Source: an optimization exercise on an open RTL-to-GDS flow (aim: a short achievable clock period and few clock cycles per item). Production flows keep margins and buffers that such runs may drop.
Function was checked by simulation only, so behaviour that the tests miss may differ from the original.
No activity file was given, so power comes from the tool's default toggle rates.

## rv_core
module rv_core (
  input  logic        clk,
  input  logic        reset_i,
  output logic [31:0] imem_addr_o,
  input  logic [31:0] imem_data_i,
  output logic [31:0] dmem_addr_o,
  output logic [31:0] dmem_wdata_o,
  output logic [3:0]  dmem_wstrb_o,
  output logic        dmem_we_o,
  input  logic [31:0] dmem_rdata_i,
  input  logic        dmem_stall_i,
  output logic        wb_valid_o,
  output logic [4:0]  wb_addr_o,
  output logic [31:0] wb_data_o
);
For scale: roughly 5500 cells after synthesis, ~1700 flip-flops, about 80000 µm² of cells after synthesis.
==> flow/config.mk <==
export PLATFORM = sky130hd
export DESIGN_NAME = rv_core
export DESIGN_NICKNAME = rv_core
export VERILOG_FILES = /design/flow/design.v
export SDC_FILE = /design/flow/constraint.sdc
export NUM_CORES = 4
export LEC_CHECK = 0
export ABC_CLOCK_PERIOD_IN_PS = 2500
export CAP_MARGIN = 20
export CORE_MARGIN = 2
export CORE_UTILIZATION = 40
export CTS_CLUSTER_DIAMETER = 80
export CTS_CLUSTER_SIZE = 30
export SETUP_SLACK_MARGIN = 4.5
export SLEW_MARGIN = 20
export TNS_END_PERCENT = 100
==> flow/constraint.sdc <==
create_clock -name core_clock -period 7.5 [get_ports {clk}]
set_input_delay 1.5000 -clock core_clock [delete_from_list [all_inputs] [get_ports {clk}]]
set_output_delay 1.5000 -clock core_clock [all_outputs]
set_load 0.01 [all_outputs]
run.sh (not shown) runs the stock make flow with config.mk's settings and CLKGATE_MAP_FILE= SYNTH_SCRIPT=/design/flow/synth_recipe.tcl, a recipe that flattens the netlist after the stock synthesis.
Testbench counts at the start, summed over its fixed seeds: cycles 11,802, instrs 11,200.
Change:
Settings changed: CTS_CLUSTER_DIAMETER 80 to not set, CTS_CLUSTER_SIZE 30 to not set.
What happened:
- utilization climbs by 0.89 points
- global-route usage climbs by 0.21 points
- combinational power drops slightly

---

== run A ==
rv_core, a different RTL version from the one above (not shown whole).
For scale: about 6200 cells after synthesis, roughly 0.078 mm^2 of cells after synthesis.
==> flow/design.v (excerpt) <==
module rv_core (
  input  logic        clk,
  input  logic        reset_i,
  output logic [31:0] imem_addr_o,
  input  logic [31:0] imem_data_i,
  output logic [31:0] dmem_addr_o,
  output logic [31:0] dmem_wdata_o,
  output logic [3:0]  dmem_wstrb_o,
  output logic        dmem_we_o,
  input  logic [31:0] dmem_rdata_i,
  input  logic        dmem_stall_i,
  output logic        wb_valid_o,
  output logic [4:0]  wb_addr_o,
  output logic [31:0] wb_data_o
);
  localparam logic [6:0] OPC_OP     = 7'b0110011;
  localparam logic [6:0] OPC_OP_IMM = 7'b0010011;
  localparam logic [6:0] OPC_LUI    = 7'b0110111;
  localparam logic [6:0] OPC_AUIPC  = 7'b0010111;
  localparam logic [6:0] OPC_LOAD   = 7'b0000011;
  localparam logic [6:0] OPC_STORE  = 7'b0100011;
  function automatic logic [31:0] rev32(input logic [31:0] v);
    for (int i = 0; i < 32; i++) rev32[i] = v[31-i];
  endfunction
  function automatic logic [31:0] lanes(input logic [1:0] width, input logic [31:0] v);
    case (width)
      2'b00:   lanes = {4{v[7:0]}};
      2'b01:   lanes = {2{v[15:0]}};
      default: lanes = v;
    endcase
  endfunction
  function automatic logic [31:0] ks_add(input logic [31:0] a, input logic [31:0] b);
    ks_add = ks_pg(a & b, a | b, a ^ b);
  endfunction
  function automatic logic [31:0] ks_pg(input logic [31:0] g0, input logic [31:0] p0,
                                        input logic [31:0] hp);
    logic [31:0] p, g, pp, gg;
    g  = g0;
    p  = p0;
    for (int l = 1; l < 32; l = l * 2) begin
      pp = p;
      gg = g;
      for (int j = l; j < 32; j++) begin
        gg[j] = g[j] | (p[j] & g[j - l]);
        pp[j] = p[j] & p[j - l];
  ...
export LEC_CHECK = 0
export ABC_CLOCK_PERIOD_IN_PS = 2500
export CAP_MARGIN = 20
export CORE_MARGIN = 2
export CORE_UTILIZATION = 33
export SETUP_SLACK_MARGIN = 4.5
export SLEW_MARGIN = 20
export TNS_END_PERCENT = 100
create_clock -name core_clock -period 7.5 [get_ports {clk}]
Testbench counts of run A, summed over its fixed seeds: cycles 11,705, instrs 11,200.
diff inputs: run A => run B
Settings: CORE_UTILIZATION: 33 -> 35.
Findings:
[compare] base=run A new=run B: share of the core filled with cells in the final layout higher, number of hold-repair buffers added at the cts stage roughly the same.
Taking run A as the reference, in run B maximum frequency lost about 2.4%; post-synthesis to final-layout area growth lost 0.39 points; number of resized instances in the post-cts repair step lost 4.7%.
#### Input delta (run C over run B)
Settings: changing CORE_UTILIZATION from 35 to 27.
==> comparison <==
Run C completed; timing, DRC and antenna clean
Summary — combinational group power, run C relative to run B: higher, by about 4%.
Cmp run C and run B / combinational cell fraction of total power / higher: run C
In the reports for run C and run B, the smaller post-route non-filler standard cell count belongs to run B.
For the first-pass GRT wire length, run C came in about 0.9% higher than run B did.
Run C vs run B — total detailed-routing wirelength rose about 1.7%.
Lower buffering stage count on the worst path with inverters included among run C and run B: run C
The worst slack after detailed placement of run C exceeds that of run B by 0.014 ns.
Setup changes, run C to run D
Settings: changing CORE_UTILIZATION from 27 to 40.
Clock power of run D falls short of that of run C slightly.
When the final numbers for run D and run C were put side by side, the non-clock buffer count in the final layout turned out to be greater in run D.
Every stage of the flow completed for run D, and the final layout passed the timing, design-rule and antenna checks.
As of run D, total clock buffers created by CTS had risen by a few percent compared to run C.

## afterwards: timing with drivers on the ports
In the flow no input, the clock included, has a driving cell. The finished layouts below were timed again as built, in two steps. Step 1: set_driving_cell puts a clkbuf_16 on clk and a buf_2 on each other input, an assumption about the parent block. Step 2 also shifts input and output timing later by t, the mid clock arrival at the registers, as if the neighbouring blocks saw the same clock. Three values: ideal, step 1, step 2; two values: the first two.
| run | t (ns) | slack for setup (ns) | cell pins on the clock port's net |
|---|---|---|---|
| the first run of note 1 | 0.882 | 3.708 / 3.708 / 3.213 | 1 |
| the second run of note 1 | 0.913 | 3.749 / 3.749 / 3.234 | 1 |
| run A | 0.949 | 4.350 / 4.350 / 3.464 | 1 |
| run B | 0.921 | 4.272 / 4.272 / 3.501 | 1 |
| run C | 0.948 | 4.242 / 4.242 / 3.426 | 1 |
| run D | 0.931 | 4.182 / 4.182 / 3.476 | 1 |
After both steps setup and hold are still met in every run listed. The setup slack of run A, which loses most, moves by 0.000 ns with the drivers and by -0.886 ns with both steps.
